Source: an optimization exercise on an open RTL-to-GDS flow (aim: small area). Production flows keep margins and buffers that such runs may drop. RTL that was checked went through simulation tests only; none was proved equivalent to the original. Function not checked in runs 2 and 3: the RTL went through the layout flow alone. No activity file was given, so power comes from the tool's default toggle rates.

[config.mk]
export PLATFORM = sky130hd
export DESIGN_NAME = load_store_traffic_generator
export DESIGN_NICKNAME = load_store_traffic_generator
export VERILOG_FILES = /design/flow/design.v
export SDC_FILE = /design/flow/constraint.sdc
export NUM_CORES = 4
export LEC_CHECK = 0
export CAP_MARGIN = 20
export CORE_MARGIN = 2
export CORE_UTILIZATION = 40
export PLACE_DENSITY = 0.6
export SLEW_MARGIN = 20
[constraint.sdc]
create_clock -name core_clock -period 10.0 [get_ports {clk}]
set_input_delay 2.0000 -clock core_clock [delete_from_list [all_inputs] [get_ports {clk}]]
set_output_delay 2.0000 -clock core_clock [all_outputs]
set_load 0.01 [all_outputs]
[design.v]
`timescale 1ns / 1ps
package lstg_pkg;
  localparam logic [63:0] BASE_RESET = 64'h0000_0000_B490_0000;
  localparam logic [15:0] LFSR_SEED  = 16'hACE1;
endpackage
`timescale 1ns / 1ps
`timescale 1ns / 1ps
`timescale 1ns / 1ps
`timescale 1ns / 1ps
module load_store_traffic_generator (
  input  logic        clk,
  input  logic        rst_n,
  input  logic        in_tvalid,
  output logic        in_tready,
  input  logic [7:0]  in_tdata,
  output logic        out_tvalid,
  input  logic        out_tready,
  output logic [71:0] out_tdata,
  input  logic        cfg_valid,
  output logic        cfg_ready,
  input  logic [2:0]  cfg_index,
  input  logic [63:0] cfg_data
);
  localparam logic [1:0] PH_IDLE = 2'd0, PH_RUN = 2'd1, PH_WAIT = 2'd2, PH_DONE = 2'd3;
  localparam logic [3:0] S_IDLE  = 4'd0;
  localparam logic [3:0] S_START = 4'd1;
  localparam logic [3:0] S_R1    = 4'd2;    
  localparam logic [3:0] S_R2    = 4'd3;    
  localparam logic [3:0] S_I1    = 4'd4;    
  localparam logic [3:0] S_I2    = 4'd5;    
  localparam logic [3:0] S_I3    = 4'd6;    
  localparam logic [3:0] S_I4    = 4'd7;    
  localparam logic [3:0] S_A0    = 4'd12;
  localparam logic [3:0] S_A1    = 4'd13;
  localparam logic [3:0] S_A3    = 4'd15;
  logic [63:0] base_r;
  logic [2:0]  mode_r;
  logic [12:0] n_r;         
  logic        loads_r;
  logic [12:0] line_r;
  logic [12:0] n_wr;
  assign cfg_ready = 1'b1;
  always_comb begin
    if (cfg_data[12:0] == 13'd0)                 n_wr = 13'd1;
    else if (cfg_data[12] && |cfg_data[11:0])    n_wr = 13'd4096;
    else                                         n_wr = cfg_data[12:0];
  end
  always_ff @(posedge clk) begin
    if (!rst_n) begin
      base_r  <= lstg_pkg::BASE_RESET;
      mode_r  <= 3'd2;
      n_r     <= 13'd16;
      loads_r <= 1'b1;
      line_r  <= 13'd64;
    end else if (cfg_valid) begin
      case (cfg_index)
        3'd0: base_r  <= cfg_data;
        3'd1: mode_r  <= cfg_data[2:0];
        3'd2: n_r     <= n_wr;
        3'd3: loads_r <= cfg_data[0];
        3'd4: line_r  <= cfg_data[12:0];
        default: ;
      endcase
    end
  end
  logic m_next, m_seq, m_rand, m_wtr;
  assign m_next = (mode_r == 3'd1);
  assign m_seq  = (mode_r == 3'd2);
  assign m_rand = (mode_r == 3'd3);
  assign m_wtr  = (mode_r == 3'd4);
  logic [3:0]  ph;
  logic [3:0]  st, st_nxt;
  logic [1:0]  phase, phase_nxt;
  logic        held, held_nxt;
  logic        f, f_nxt;          
  logic        out_valid;
  logic        r_req, r_bad, r_rd, r_rd_nxt;
  logic        accept, acc_req, acc_bad;
  logic [15:0] iss, rcv, wrc;     
  logic [15:0] lfsr;
  logic [63:0] addr_n;            
  logic [12:0] h;                 
  logic        c, lt, nd, ca;
  logic [1:0] cmd;
  logic       port_acc, resp_wr;
  assign cmd      = in_tdata[1:0];
  assign port_acc = in_tdata[2];
  assign resp_wr  = in_tdata[3];
  logic lap_end, in_al;
  assign lap_end = (ph == 4'd15);
  assign in_al   = (st[3:2] == 2'b11);
  logic n_bit, tot_bit;
  logic [15:0] n_ext;
  assign n_ext   = {3'b000, n_r};
  assign n_bit   = n_ext[ph];
  assign tot_bit = m_wtr ? nd : n_bit;    
  logic a, b, cin, s, cx, cy, cmp_s, use_tot;
  always_comb begin
    case (st)
      S_R1, S_I3: a = wrc[0];
      S_R2:       a = rcv[0];
      default:    a = iss[0];
    endcase
  end
  assign b     = (st == S_A0) ? ~n_bit : 1'b0;    
  assign cin   = (ph == 4'd0) ? 1'b1 : c;
  assign s     = a ^ b ^ cin;
  assign cmp_s   = (st == S_R1) || (st == S_R2) || (st == S_I4);
  assign use_tot = (st == S_R2) || (st == S_I1);
  assign cx    = cmp_s ? s : a;
  assign cy    = use_tot ? tot_bit : n_bit;
  logic x, p, bb, sum;
  logic [13:0] t;
  always_comb begin
    x = 1'b0;
    if (st == S_A0) begin
      if (m_next)      x = (ph == 4'd0);
      else if (m_seq)  x = iss[0];
      else if (m_wtr)  x = r_rd ? s : iss[0];
      else if (m_rand) x = lfsr[0] && (ph < 4'd13);
    end
  end
  assign t   = {1'b0, h} + (x ? {1'b0, line_r} : 14'd0);
  assign p   = t[0];
  assign bb  = base_r[{st[1:0], ph}];
  assign sum = bb ^ p ^ ca;
  always_comb begin
    st_nxt    = st;
    phase_nxt = phase;
    held_nxt  = held;
    f_nxt     = f;
    r_rd_nxt  = r_rd;
    accept    = 1'b0;
    acc_req   = 1'b0;
    acc_bad   = 1'b0;
    if (lap_end) begin
      case (st)
        S_IDLE: begin
          if (in_tvalid && !out_valid) begin
            case (cmd)
              2'd0: begin
                if (phase == PH_IDLE || phase == PH_DONE) st_nxt = S_START;
                else accept = 1'b1;
              end
              2'd1: begin
                if (phase == PH_RUN) st_nxt = S_I1;
                else accept = 1'b1;
              end
              2'd2: begin
                if (phase == PH_IDLE) begin
                  accept  = 1'b1;
                  acc_bad = 1'b1;
                end else if (phase == PH_DONE) begin
                  accept = 1'b1;
                end else begin
                  st_nxt = resp_wr ? S_R1 : S_R2;
                end
              end
              default: accept = 1'b1;
            endcase
          end
        end
        S_START: begin
          phase_nxt = PH_RUN;
          held_nxt  = 1'b0;
          accept    = 1'b1;
          st_nxt    = S_IDLE;
        end
        S_R1: begin
          f_nxt  = !lt;
          st_nxt = S_R2;
        end
        S_R2: begin
          if (!lt) begin
            phase_nxt = PH_DONE;
            held_nxt  = 1'b0;
          end else if (phase == PH_WAIT && resp_wr && f) begin
            phase_nxt = PH_RUN;
          end
          accept = 1'b1;
          st_nxt = S_IDLE;
        end
        S_I1: begin
          if (lt) begin
            st_nxt = S_I2;
          end else begin
            accept = 1'b1;
            st_nxt = S_IDLE;
          end
        end
        S_I2: begin
          r_rd_nxt = m_wtr ? !lt : loads_r;
          st_nxt   = held ? S_I3 : S_A0;
        end
        S_I3: begin
          f_nxt = lt;
          if (port_acc) begin
            st_nxt = S_I4;
          end else begin
            held_nxt = 1'b1;
            accept   = 1'b1;
            acc_req  = 1'b1;
            st_nxt   = S_IDLE;
          end
        end
        S_I4: begin
          if (m_wtr && !r_rd && !lt && f) phase_nxt = PH_WAIT;
          held_nxt = 1'b0;
          accept   = 1'b1;
          acc_req  = 1'b1;
          st_nxt   = S_IDLE;
        end
        S_A3:    st_nxt = S_I3;
        default: st_nxt = in_al ? st + 4'd1 : S_IDLE;
      endcase
    end
  end
  assign in_tready = accept;
  logic clr, we_iss, we_rcv, we_wrc;
  assign clr    = (st == S_START);
  assign we_iss = (st == S_I4);
  assign we_rcv = (st == S_R2);
  assign we_wrc = (st == S_R1);
  logic lfsr_en, fb;
  assign lfsr_en = m_rand && ((st == S_A0) || (st == S_A1 && ph == 4'd0));
  assign fb      = lfsr[0] ^ lfsr[2] ^ lfsr[3] ^ lfsr[5];
  always_ff @(posedge clk) begin
    iss <= {clr ? 1'b0 : (we_iss ? s : iss[0]), iss[15:1]};
    rcv <= {clr ? 1'b0 : (we_rcv ? s : rcv[0]), rcv[15:1]};
    wrc <= {clr ? 1'b0 : (we_wrc ? s : wrc[0]), wrc[15:1]};
    c   <= (a & b) | (a & cin) | (b & cin);
    lt  <= (cx != cy) ? cy : ((ph == 4'd0) ? 1'b0 : lt);
    nd  <= n_bit;
    h   <= in_al ? t[13:1] : 13'd0;
    ca  <= in_al & ((bb & p) | (bb & ca) | (p & ca));
    if (in_al) addr_n <= {~sum, addr_n[63:1]};
    r_rd <= r_rd_nxt;
    f    <= f_nxt;
    if (accept) begin
      r_req <= acc_req;
      r_bad <= acc_bad;
    end
  end
  always_ff @(posedge clk) begin
    if (!rst_n) begin
      ph        <= 4'd0;
      st        <= S_IDLE;
      phase     <= PH_IDLE;
      held      <= 1'b0;
      out_valid <= 1'b0;
      lfsr      <= lstg_pkg::LFSR_SEED;
    end else begin
      ph        <= ph + 4'd1;
      st        <= st_nxt;
      phase     <= phase_nxt;
      held      <= held_nxt;
      out_valid <= accept ? 1'b1 : (out_tready ? 1'b0 : out_valid);
      if (lfsr_en) lfsr <= {(st == S_A0 && ph == 4'd0) ? fb : lfsr[0], lfsr[15:1]};
    end
  end
  logic fin;
  assign fin        = (phase == PH_DONE);
  assign out_tvalid = out_valid;
  assign out_tdata  = {r_bad, fin, fin, fin, 2'b00, r_rd & r_req, ~addr_n & {64{r_req}}, r_req};
endmodule
[run.sh]
#!/bin/bash
# synth_recipe.tcl (not shown) runs the flow's synth.tcl, then flattens the netlist and writes it again
# the make line also repeats each setting of config.mk as NAME=value (left out here)
make -C /OpenROAD-flow-scripts/flow DESIGN_CONFIG=/design/flow/config.mk WORK_HOME=/design/flow/orfs CLKGATE_MAP_FILE= SYNTH_SCRIPT=/design/flow/synth_recipe.tcl finish
==> run_results.csv, run 1 <==
group,metric,value,unit
outcome,outcome,"no timing/DRC/antenna violations",
global_route,antenna_violations_before_repair,0,
clocking,cts.sink_count,255,
synthesis,yosys_register_bits,255,
synthesis,synth_top_cells_by_area,"dfxtp_1 36%, edfxtp_1 20%, nand2_1 6.9%",
synthesis,synthesis.area_per_instance,10.3,um^2
place,numPlacedInstances,1427,
synthesis,asyncSetResetFlopFracSynth,0,%
clocking,cts-buffers-inserted,27,
clocking,htree_levels,1,
route,drt.antenna.violating_nets,0,
finish,final_nets,1232,
timing,unrepaired_setup_endpoints_after_global_routing,"no",
critical_path,critical_path_class,"in -> out",
timing,finClkSkew,12.5,ps
route,vias_per_cell,4.91,
job,number_of_violations_of_the_max_capacitance_limit,0,
critical_path,path_cells,"clkdlybuf4s50_1, nor2b_1, and2_1, or3_1, a31oi_1, clkdlybuf4s50_1",
critical_path,worst_setup_path_start_kind,"primary input",
timing,finalMaxSlewViolations,0,
place,place_hpwl,14.6,mm
route,wl_cell,14.8,um
synthesis,synth_edf_count,69,
timing,final_period_minus_worst_setup_slack,6170,ps
clocking,clkTransAtPathRegs,60,ps
critical_path,worst_path_max_delay_cell,"clkdlybuf4s50_1",
clocking,quantity_of_gates_resized_following_cts,0,
finish,stdcell_count,1476,
synthesis,part_of_the_yosys_area_used_for_sequential_elements,55.8,%
route,detail_route.iter0.violations,440,
floorplanning,die_h,165,um
finish,area.growth.synth_to_final,24.3,%
critical_path,timing.critical_path.max_delay_family,"buffers and inverters",
timing,maxSlewHeadroom,30.6,%
floorplanning,rows,58,
critical_path,r2r_setup_slack,5000,ps
global_route,first_pass_grt_wire_length,35.8,mm
synthesis,postSynthCellCount,1006,
timing,count_of_final_hold_check_violations,0,
place,buffer_ports.inserted,147,
floorplanning,die_w,165,um
route,via_count,7244,
route,number_of_iterations_in_the_first_detailed_routing_pass,4,
floorplanning,initial_core_util,41.0,%
timing,finalSetupTns,0,ps
floorplanning,core-area,25300,um^2
critical_path,crit_arrival,4170,ps
clocking,tritoncts_clock_tree,"done",
route,drc,0,
floorplanning,dieArea,27300,um^2
clocking,postCtsHoldBufs,0,
finish,num_antenna_cells,0,
worst_hold_path,min-delay-path-class,"reg -> reg",
timing,measured_slew_at_the_worst_slew_check_pin,1040,ps
synthesis,netlist_top_cells_count,"191 x nand2_1, 186 x dfxtp_1, 86 x nor2b_1",
place,place_congestion,0.802,
finish,layout-drive-gt1-share,6.89,%
synthesis,netlist.area_leader.share,35.9,%
synthesis,yosys_most_used_dff,"dfxtp_1",
clocking,cell_at_the_root_of_the_clock_tree,"clkbuf_16",
synthesis,ys.warnings.count,1,
clocking,cts-root-to-sink-buffers,3,
clocking,postCtsSetupBuffers,0,
route,drt_wl_total,21.9,mm
global_route,global_route_overflow,0,
critical_path,crit_required,8000,ps
floorplanning,io-pin-count,155,
critical_path,critPathBufInv,2,
critical_path,critical_path.endpoint_type,"primary output",
critical_path,worst_path_most_repeated_cell,"clkdlybuf4s50_1",
timing,report.final.setup_viol,0,
pwr,power.static_leakage,4.73,nW
pwr,p_per_area,169,nW/um^2
finish,filler_cell_count,2302,
synthesis,post-synth-top-count-cell,"nand2_1",
global_route,grt_pass1_vias,7062,
clocking,worst_skew_pair.late_latency,520,ps
global_route,grt_max_degree,78,
timing,final.period_utilization,61.7,%
synthesis,syn_area,10400,um^2
synthesis,synth_cell_type_count,65,
timing,maxClockFrequency,0.162,GHz
critical_path,critical_path.max_stage_delay,620,ps
synthesis,synth_largest_area_cell,"dfxtp_1",
pwr,ir_worst_vdd,0.000105,V
critical_path,critical_path_peak_fanout,4,
global_route,globalRouteTotalUtil,16.1,%
## flip-flops by register name, summed over array words and instances (netlist names), 3 cells and up
name	count
mode_r	3
wrc	16
base_r	64
line_r	13
rcv	16
st	4
addr_n	64
n_r	13
lfsr	16
h	13
iss	16
ph	4
## routing by layer
layer / global-route usage (%) / part of all wire (%)
met1: 22.1 / 47
met2: 26.5 / 46
met3: 2.37 / 4.6
met4: 4.74 / 2.5
met5: 0 / 0
## layout make-up
cell class | instances | area [um^2] | share of cell area (%)
Sequential cell | 255 | 5800 | 44.9
Multi-Input combinational cell | 672 | 4220 | 32.7
Timing Repair Buffer | 152 | 1510 | 11.7
Clock buffer | 32 | 757 | 5.86
Tap cell | 330 | 413 | 3.20
Clock inverter | 17 | 148 | 1.14
Inverter | 18 | 67.6 | 0.523
## cells in the final DEF (no fill, tap or decap), types with 5 or more instances in the layout
cell / netlist / routed
a21boi_0: 16 / 16
a21oi_1: 83 / 83
a22oi_1: 17 / 17
and2_1: 19 / 18
and3_1: 7 / 7
buf_4: 9 / 5
clkbuf_16: 0 / 29
clkdlybuf4s50_1: 0 / 147
clkinv_2: 0 / 8
dfxtp_1: 186 / 186
edfxtp_1: 69 / 69
ha_1: 23 / 23
inv_1: 16 / 15
inv_4: 0 / 5
mux2i_1: 26 / 26
mux4_1: 6 / 6
mux4_2: 12 / 12
nand2_1: 191 / 190
nand2b_1: 7 / 7
nand3_1: 18 / 18
nor2_1: 47 / 47
nor2b_1: 86 / 86
nor3_1: 10 / 10
o21a_1: 8 / 8
o21ai_0: 13 / 13
o21ai_1: 5 / 5
xnor2_1: 7 / 7
xor2_1: 6 / 6
## metrics by stage
stage / util, % / setup WS (ps) / power (mW) / hold slack, ps / cell area [um^2]
2_1_floorplan: - / 4990 / 1.15 / 310 / 10400
3_3_place_gp: 47.4 / 3850 / 1.20 / 310 / 12000
3_5_place_dp: 47.4 / 3810 / 1.20 / 312 / 12000
4_1_cts: 51.0 / 3810 / 2.20 / 326 / 12900
5_1_grt: 51.0 / 3720 / 2.25 / 330 / 12900
6_report: 51.0 / 3830 / 2.18 / 322 / 12900
## report_power, final
part           leakage (nW)  switching, mW  internal, mW  total [mW]
clock network         0.459          0.408         0.594        1.00
registers              2.12         0.0117          1.07        1.08
logic                  2.15         0.0451        0.0518      0.0970
## kinds of logic (layout without fill, tap and decap cells)
| family | Yosys count | count (layout) | share of synthesized area (%) |
|---|---|---|---|
| AOI/OAI and AO/OA | 179 | 179 | 10.7 |
| xor gates and xnor gates | 13 | 13 | 1.10 |
| adders and majority gates | 26 | 26 | 3.35 |
| buffers and inverters | 80 | 219 | 3.70 |
| DFF | 255 | 255 | 55.8 |
| muxes | 45 | 45 | 6.73 |
| other | 2 | 3 | 0.0723 |
| and+or+nand+nor | 406 | 406 | 18.5 |
## worst paths after layout
check / start / to / cells past startpoint
min: iss[5] / iss[4] / 0
max: in_tdata[0] / in_tready / 6
max reg2reg: ph[1] / h[7] / 19
min reg2reg: iss[5] / iss[4] / 0
==> run 2: changes to the inputs <==
--- a/design.v
+++ b/design.v
@@ -45,24 +45,25 @@
     else if (cfg_data[12] && |cfg_data[11:0])    n_wr = 13'd4096;
     else                                         n_wr = cfg_data[12:0];
   end
+  logic [63:0] base_n;
+  logic [2:0]  mode_n;
+  logic [12:0] n_n;
+  logic        loads_n;
+  logic [12:0] line_n;
+  logic        rst_p;
+  assign rst_p = !rst_n;
   always_ff @(posedge clk) begin
-    if (!rst_n) begin
-      base_r  <= lstg_pkg::BASE_RESET;
-      mode_r  <= 3'd2;
-      n_r     <= 13'd16;
-      loads_r <= 1'b1;
-      line_r  <= 13'd64;
-    end else if (cfg_valid) begin
-      case (cfg_index)
-        3'd0: base_r  <= cfg_data;
-        3'd1: mode_r  <= cfg_data[2:0];
-        3'd2: n_r     <= n_wr;
-        3'd3: loads_r <= cfg_data[0];
-        3'd4: line_r  <= cfg_data[12:0];
-        default: ;
-      endcase
-    end
-  end
+    if (rst_p || (cfg_valid && cfg_index == 3'd0)) base_n  <= rst_n ? ~cfg_data       : ~lstg_pkg::BASE_RESET;
+    if (rst_p || (cfg_valid && cfg_index == 3'd1)) mode_n  <= rst_n ? ~cfg_data[2:0]  : ~3'd2;
+    if (rst_p || (cfg_valid && cfg_index == 3'd2)) n_n     <= rst_n ? ~n_wr           : ~13'd16;
+    if (rst_p || (cfg_valid && cfg_index == 3'd3)) loads_n <= rst_n ? ~cfg_data[0]    : 1'b0;
+    if (rst_p || (cfg_valid && cfg_index == 3'd4)) line_n  <= rst_n ? ~cfg_data[12:0] : ~13'd64;
+  end
+  assign base_r  = ~base_n;
+  assign mode_r  = ~mode_n;
+  assign n_r     = ~n_n;
+  assign loads_r = ~loads_n;
+  assign line_r  = ~line_n;
   logic m_next, m_seq, m_rand, m_wtr;
   assign m_next = (mode_r == 3'd1);
   assign m_seq  = (mode_r == 3'd2);
@@ -74,7 +75,7 @@
   logic        held, held_nxt;
   logic        f, f_nxt;          
   logic        out_valid;
-  logic        r_req, r_bad, r_rd, r_rd_nxt;
+  logic        r_req, r_req_n, r_bad, r_rd, r_rd_nxt;
   logic        accept, acc_req, acc_bad;
   logic [15:0] iss, rcv, wrc;     
   logic [15:0] lfsr;
@@ -237,7 +238,7 @@
     r_rd <= r_rd_nxt;
     f    <= f_nxt;
     if (accept) begin
-      r_req <= acc_req;
+      r_req_n <= !acc_req;
       r_bad <= acc_bad;
     end
   end
@@ -259,7 +260,8 @@
     end
   end
   logic fin;
+  assign r_req      = !r_req_n;
   assign fin        = (phase == PH_DONE);
   assign out_tvalid = out_valid;
-  assign out_tdata  = {r_bad, fin, fin, fin, 2'b00, r_rd & r_req, ~addr_n & {64{r_req}}, r_req};
+  assign out_tdata  = {r_bad, fin, fin, fin, 2'b00, r_rd & r_req, ~(addr_n | {64{r_req_n}}), r_req};
 endmodule
==> flow/run.sh (new file) <==
#!/bin/bash
# Standard layout, with the port buffers made of the smallest buffer cell.
set -euo pipefail
export BUFFER_PORTS_ARGS="-buffer_cell sky130_fd_sc_hd__buf_1"
bash standard.sh > standard_flow.log 2>&1
==> standard.sh (new file) <==
#!/bin/bash
# synth_recipe.tcl (not shown) runs the flow's synth.tcl, then flattens the netlist and writes it again
# the make line also repeats each setting of config.mk as NAME=value (left out here)
make -C /OpenROAD-flow-scripts/flow DESIGN_CONFIG=/design/flow/config.mk WORK_HOME=/design/flow/orfs CLKGATE_MAP_FILE= SYNTH_SCRIPT=/design/flow/synth_recipe.tcl "${@:-finish}"
--- a/config.mk
+++ b/config.mk
@@ -7,6 +7,7 @@
 export LEC_CHECK = 0
 export CAP_MARGIN = 20
 export CORE_MARGIN = 2
-export CORE_UTILIZATION = 40
-export PLACE_DENSITY = 0.6
+export CORE_UTILIZATION = 70
+export CTS_BUF_LIST = sky130_fd_sc_hd__clkbuf_4
+export PLACE_DENSITY = 0.8
 export SLEW_MARGIN = 20
removed: run.sh
==> run 2 against run 1 <==
Net effect: still clean; maximum frequency up 8.5%; wire length fell by 10%; via count is 5.5% lower; critical path type unchanged.
==> run_results.csv, run 2 <==
group,metric,value,unit
synthesis,post-synth-top-count-cell,"edfxtp_1",
critical_path,reg_to_reg_startpoint,"ph[2]",
route,wl_met3,1.37,mm
route,wl_cell,16.2,um
synthesis,syn_area,10200,um^2
critical_path,timing.critical_path.max_delay_family,"simple AND/OR/NAND/NOR gates",
timing,maxSlewHeadroom,39.0,%
route,via_count,6848,
critical_path,critical_path.max_stage_delay,510,ps
synthesis,ys.warnings.count,1,
synthesis,synth_cell_type_count,63,
clocking,tritoncts_clock_tree,"done",
route,drt-met1-wl,8.00,mm
pwr,power.static_leakage,4.41,nW
worst_hold_path,hold_path_startpoint,"iss[15]",
place,buffer_ports.inserted,147,
clocking,postCtsHoldBufs,0,
critical_path,critical_path.endpoint_type,"primary output",
critical_path,worst_setup_path_start_kind,"primary input",
global_route,first_pass_grt_wire_length,32.5,mm
critical_path,path_cells,"buf_1, xor2_1, nor2_1, or4_1, a31oi_1, buf_1",
clocking,cts-buffers-inserted,61,
synthesis,synth_edf_count,163,
finish,layout-drive-gt1-share,12.7,%
floorplanning,die_h,125,um
floorplanning,rows,44,
floorplanning,initial_core_util,71.0,%
clocking,htree_levels,2,
route,drc,0,
timing,report.final.setup_viol,0,
synthesis,asyncSetResetFlopFracSynth,0,%
critical_path,worst_path_most_repeated_cell,"buf_1",
floorplanning,io-pin-count,155,
timing,final_period_minus_worst_setup_slack,5680,ps
critical_path,crit_arrival,3680,ps
critical_path,crit_required,8000,ps
synthesis,synth_largest_area_cell,"edfxtp_1",
critical_path,critPathBufInv,2,
synthesis,netlist_top_cells_count,"163 x edfxtp_1, 114 x nor2_1, 99 x nand2_1",
timing,hold_slack,319,ps
synthesis,synthesis.area_per_instance,12.7,um^2
pwr,ir_worst_vdd,0.000136,V
global_route,grt_max_degree,78,
job,number_of_violations_of_the_max_capacitance_limit,0,
clocking,cts-root-to-sink-buffers,3,
timing,final.period_utilization,56.8,%
global_route,antenna_violations_before_repair,0,
clocking,quantity_of_gates_resized_following_cts,0,
global_route,globalRouteTotalUtil,25.7,%
timing,maxClockFrequency,0.176,GHz
route,routed.top_layer,"met4",
clocking,clkTransAtPathRegs,70,ps
pwr,p_per_area,181,nW/um^2
route,vias_per_cell,5.63,
timing,finalSetupTns,0,ps
synthesis,postSynthCellCount,807,
outcome,outcome,"no timing/DRC/antenna violations",
critical_path,critical_path_peak_fanout,7,
worst_hold_path,min-delay-path-class,"reg -> reg",
clocking,cell_at_the_root_of_the_clock_tree,"clkbuf_4",
synthesis,yosys_most_used_dff,"edfxtp_1",
finish,final_cell_area,11700,um^2
timing,count_of_final_hold_check_violations,0,
critical_path,worst_path_max_delay_cell,"or4_1",
synthesis,synth_top_cells_by_area,"edfxtp_1 48%, dfxtp_1 18%, nor2_1 4.2%",
floorplanning,core-area,14400,um^2
finish,area.growth.synth_to_final,14.2,%
floorplanning,die_w,125,um
clocking,worst_skew_pair.late_latency,690,ps
route,drt_wl_total,19.6,mm
route,drt.antenna.violating_nets,0,
synthesis,yosys_register_bits,255,
finish,layout.cells.most_common,"edfxtp_1",
place,placed_area,10900,um^2
synthesis,netlist.area_leader.share,47.8,%
timing,finClkSkew,29.7,ps
timing,finalMaxSlewViolations,0,
finish,final_nets,1087,
finish,post-route-util,81.1,%
floorplanning,dieArea,15600,um^2
place,place_congestion,0.906,
finish,biggestRegsByFlops,"addr_n (64), base_n (64)",
route,detail_route.iter0.violations,601,
critical_path,critical_path_class,"in -> out",
timing,unrepaired_setup_endpoints_after_global_routing,"no",
critical_path,crit_path_from,"in_tdata[1]",
global_route,grt_pass1_vias,6872,
route,number_of_iterations_in_the_first_detailed_routing_pass,5,
finish,most_frequent_cells_in_the_layout,"163 x edfxtp_1, 146 x buf_1, 114 x nor2_1",
route,met2RoutedLength,9.87,mm
place,place_hpwl,13.4,mm
clocking,cts.sink_count,255,
global_route,global_route_overflow,0,
timing,measured_slew_at_the_worst_slew_check_pin,915,ps
clocking,postCtsSetupBuffers,0,
synthesis,part_of_the_yosys_area_used_for_sequential_elements,65.8,%
-- run 2: stage by stage --
| step | instances | worst slack (ps) | power (mW) |
|---|---|---|---|
| 2_1_floorplan | 808 | 2530 | 1.27 |
| 3_3_place_gp | 1100 | 4340 | 1.30 |
| 3_5_place_dp | 1101 | 4340 | 1.30 |
| 4_1_cts | 1214 | 4340 | 2.14 |
| 5_1_grt | 1215 | 4210 | 2.20 |
| 6_report | 1216 | 4320 | 2.12 |
-- run 2: path summary, 6_finish.rpt --
path	to	slack [ps]	cells after the start
worst max-delay path	in_tready	4320	6
worst min register to register	iss[14]	320	0
worst min-delay path	iss[14]	320	0
worst max register to register	h[9]	4950	18
-- run 2: worst reg2reg max path: stages, from the launching register on --
cell and delay [ps]:
dfxtp_1 720, mux4_1 650, inv_1 80, mux4_2 280, nor2_1 70, fa_1 600, mux2i_1 120, o22ai_1 130
nand2_1 70, a21o_1 290, nor2_1 150, ha_1 180, inv_1 60, fa_1 380, nor2b_1 210, o2111ai_1 180
a21boi_0 440, o21ai_1 170, mux2i_1 140
-- run 2: final cells by class --
class,instances,area [um^2]
Inverter,22,82.6
Fill cell,830,2730
Antenna cell,1,2.50
Clock inverter,23,118
Clock buffer,90,676
Tap cell,184,230
Multi-Input combinational cell,485,3220
Timing Repair Buffer,156,632
Sequential cell,255,6740
-- run 2: cell families after synthesis --
| group | share of synthesized area [%] |
|---|---|
| buffers and inverters | 3.09 |
| DFF | 65.8 |
| adders and majority gates | 3.40 |
| xor gates and xnor gates | 0.855 |
| and+or+nand+nor | 12.7 |
| other | 0.0734 |
| AOI/OAI and AO/OA | 6.81 |
| muxes | 7.23 |
-- run 2: per-layer routing --
| layer | vias up | track usage [%] |
|---|---|---|
| met1 | 3242 | 33.1 |
| li1 | 3267 | - |
| met5 | - | 0 |
| met2 | 301 | 42.6 |
| met4 | 0 | 11.6 |
| met3 | 38 | 5.73 |
-- run 2: power breakdown --
part | switching, mW | internal [mW] | total (mW) | leakage [nW]
clock | 0.394 | 0.439 | 0.834 | 0.469
sequential | 0.0171 | 1.16 | 1.17 | 2.24
combinational | 0.0576 | 0.0500 | 0.108 | 1.70
==> run 3: changes to the inputs <==
==> run.sh (new file) <==
#!/bin/bash
# synth_recipe.tcl (not shown) runs the flow's synth.tcl, then flattens the netlist and writes it again
# the make line also repeats each setting of config.mk as NAME=value (left out here)
make -C /OpenROAD-flow-scripts/flow DESIGN_CONFIG=/design/flow/config.mk WORK_HOME=/design/flow/orfs CLKGATE_MAP_FILE= SYNTH_SCRIPT=/design/flow/synth_recipe.tcl finish
removed: flow/run.sh
removed: standard.sh
==> run 3 against run 2 <==
Net effect: worst setup slack lost 840 ps; critical endpoint unchanged; cell area grew 7.7%; utilization grew 6.2 points; clock power grew 0.5%; synthesized cell count is the same; highest routed layer unchanged; power grew 1.2%; sequential power is essentially flat; still clean on timing, DRC and antenna; global-route usage grew 2.3 points.
==> run_results.csv, run 3 <==
group,metric,value,unit
outcome,outcome,"no timing/DRC/antenna violations",
job,number_of_violations_of_the_max_capacitance_limit,0,
pwr,internal_power,1.66,mW
route,number_of_iterations_in_the_first_detailed_routing_pass,5,
global_route,grt_pass1_vias,7151,
clocking,postCtsHoldBufs,0,
finish,final_cell_area,12600,um^2
route,detail_route.iter0.violations,578,
timing,report.final.setup_viol,0,
worst_hold_path,worst_hold_path.num_cells,0,
route,vias_per_cell,5.73,
clocking,postCtsSetupBuffers,0,
synthesis,netlist_top_cells_count,"163 x edfxtp_1, 114 x nor2_1, 99 x nand2_1",
place,buffer_ports.inserted,147,
pwr,seq_power_share,55.0,%
timing,unrepaired_setup_endpoints_after_global_routing,"no",
floorplanning,die_w,125,um
global_route,antenna_violations_before_repair,0,
critical_path,reg_to_reg_startpoint,"st[1]",
route,drt_wl_total,21.9,mm
clocking,cell_at_the_root_of_the_clock_tree,"clkbuf_4",
place,placement.setup.worst_slack,3530,ps
finish,final_nets,1086,
synthesis,synth_cell_type_count,63,
synthesis,yosys_register_bits,255,
critical_path,worst_setup_path_start_kind,"primary input",
timing,maxClockFrequency,0.153,GHz
critical_path,worst_r2r_path_depth,18,
synthesis,postSynthCellCount,807,
critical_path,critical_path_class,"in -> out",
route,via_count,6954,
finish,area.growth.synth_to_final,23.0,%
pwr,p_per_area,170,nW/um^2
timing,finalSetupTns,0,ps
worst_hold_path,hold_path_startpoint,"wrc[3]",
floorplanning,io-pin-count,155,
synthesis,netlist.area_leader.share,47.8,%
timing,count_of_final_hold_check_violations,0,
place,placed_area,11800,um^2
timing,finalMaxSlewViolations,0,
pwr,clockPowerShare,39.2,%
clocking,quantity_of_gates_resized_following_cts,0,
timing,hold_slack,315,ps
finish,biggestRegsByFlops,"addr_n (64), base_n (64)",
floorplanning,initial_core_util,71.0,%
finish,layout-drive-gt1-share,13.3,%
pwr,ir_worst_vdd,0.000137,V
synthesis,synth_top_cells_by_area,"edfxtp_1 48%, dfxtp_1 18%, nor2_1 4.2%",
global_route,globalRouteTotalUtil,28.0,%
clocking,tritoncts_clock_tree,"done",
floorplanning,rows,44,
place,place_congestion,0.907,
pwr,power_switching,0.484,mW
route,drc,0,
timing,finClkSkew,39.3,ps
critical_path,critical_path_peak_fanout,7,
worst_hold_path,min-delay-path-class,"reg -> reg",
floorplanning,die_h,125,um
pwr,power.static_leakage,4.78,nW
clocking,cts-root-to-sink-buffers,3,
timing,maxSlewHeadroom,38.8,%
finish,multi_input_comb_area,3220,um^2
pwr,p_comb_share,5.8,%
synthesis,synth_edf_count,163,
clocking,cts-buffers-inserted,60,
finish,most_frequent_cells_in_the_layout,"163 x edfxtp_1, 146 x clkdlybuf4s50_1, 114 x nor2_1",
global_route,first_pass_grt_wire_length,34.9,mm
timing,measured_slew_at_the_worst_slew_check_pin,918,ps
finish,layout.cells.most_common,"edfxtp_1",
worst_hold_path,worst_hold_path.endpoint,"wrc[2]",
pwr,power.switching_fraction,22.6,%
critical_path,critical_path.endpoint_type,"primary output",
critical_path,crit_arrival,4520,ps
clocking,worst_skew_pair.late_latency,680,ps
finish,post-route-util,87.3,%
finish,seqCellArea,6740,um^2
synthesis,synthesis.area_per_instance,12.7,um^2
finish,filler_cell_count,662,
global_route,grt_max_degree,78,
floorplanning,dieArea,15600,um^2
synthesis,syn_area,10200,um^2
synthesis,synth_largest_area_cell,"edfxtp_1",
clocking,htree_levels,2,
synthesis,ys.warnings.count,1,
synthesis,part_of_the_yosys_area_used_for_sequential_elements,65.8,%
timing,minimum_setup_slack_in_the_final_design,3480,ps
timing,final.period_utilization,65.2,%
place,place_hpwl,14.5,mm
clocking,clkTransAtPathRegs,80,ps
synthesis,asyncSetResetFlopFracSynth,0,%
clocking,cts.sink_count,255,
route,drt.antenna.violating_nets,0,
floorplanning,core-area,14400,um^2
synthesis,post-synth-top-count-cell,"edfxtp_1",
pwr,power.total,2.14,mW
finish,stdcell_count,1214,
finish,num_antenna_cells,0,
route,wl_cell,18.0,um
critical_path,r2r_setup_slack,4770,ps
timing,final_period_minus_worst_setup_slack,6520,ps
global_route,global_route_overflow,0,
place,numPlacedInstances,1101,
synthesis,yosys_most_used_dff,"edfxtp_1",
critical_path,crit_required,8000,ps
critical_path,critical_path.reg2reg.endpoint,"h[11]",
==> run 3: cell counts after synthesis <==
Identical to the previous run, type by type.
==> run 3: layout make-up <==
class                           count  area share [%]
Timing Repair Buffer              156            12.3
Tap cell                          184            1.83
Clock buffer                       95            5.66
Multi-Input combinational cell    485            25.5
Clock inverter                     17           0.537
Inverter                           22           0.656
Sequential cell                   255            53.5
==> run 3: per-layer routing <==
layer | global-route usage (%) | part of all wire [%]
met1 | 34.3 | 39
met2 | 48.8 | 52
met3 | 6.25 | 6.7
met4 | 11.6 | 2.6
met5 | 0 | 0
==> run 3: cells by family after synthesis <==
logic type	Yosys count	synth area share (%)
xor gates and xnor gates	10	0.855
DFF	255	65.8
buffers and inverters	68	3.09
muxes	48	7.23
adders and majority gates	26	3.40
AOI/OAI and AO/OA	105	6.81
other	2	0.0734
and+or+nand+nor	293	12.7
==> run 3: critical path, stage by stage <==
cell and delay, ps:
clkdlybuf4s50_1 580, xor2_1 160, nor2_1 50, or4_1 520
a31oi_1 520, clkdlybuf4s50_1 680
==> run 3: power by group through the flow <==
stage	sequential, mW	clock, mW	combinational, mW
2_1_floorplan	1.19	0	0.0779
3_3_place_gp	1.20	0	0.119
3_5_place_dp	1.20	0	0.124
4_1_cts	1.18	0.853	0.125
5_1_grt	1.18	0.901	0.136
6_report	1.18	0.838	0.125
==> run 3: worst max-delay path by stage <==
stage	start	end	slack [ps]
after global routing	in_tdata[1]	in_tready	3400
after CTS	in_tdata[1]	in_tready	3530
after global placement	in_tdata[1]	in_tready	3580
after floorplan	cfg_index[1]	base_n[0]	2530
after detailed placement	in_tdata[1]	in_tready	3530
final	in_tdata[1]	in_tready	3480

[port drivers added, routing unchanged]
How much do the figures lean on ideal ports? The routed layouts below were timed once more, with nothing changed but the port constraints.
Step 1: set_driving_cell puts a clkbuf_16 on clk and a buf_2 on each other input, an assumption about the parent block.
Step 2 adds t to the input delays and takes it off the output delays; t is the mean of the earliest and latest rising clock arrival at the registers after step 1. Input paths then give back, and output paths get back, about the clock's delay inside the block.
Slacks: ideal / step 1 / step 2; pairs: ideal / step 1.
run | t, ns | setup WS [ns] | latest minus earliest clock arrival (ns) | worst data-port slew with drivers (ns)
run 1 | 0.565 | 3.830 / 3.802 / 3.802 | 0.014 / 0.014 | 0.05
run 2 | 0.714 | 4.316 / 4.290 / 4.290 | 0.030 / 0.031 | 0.05
run 3 | 0.703 | 3.480 / 3.445 / 3.445 | 0.041 / 0.041 | 0.05
After both steps setup and hold are still met in every run listed. The setup slack of run 3, which loses most, moves by -0.035 ns with the drivers and by -0.035 ns with both steps.
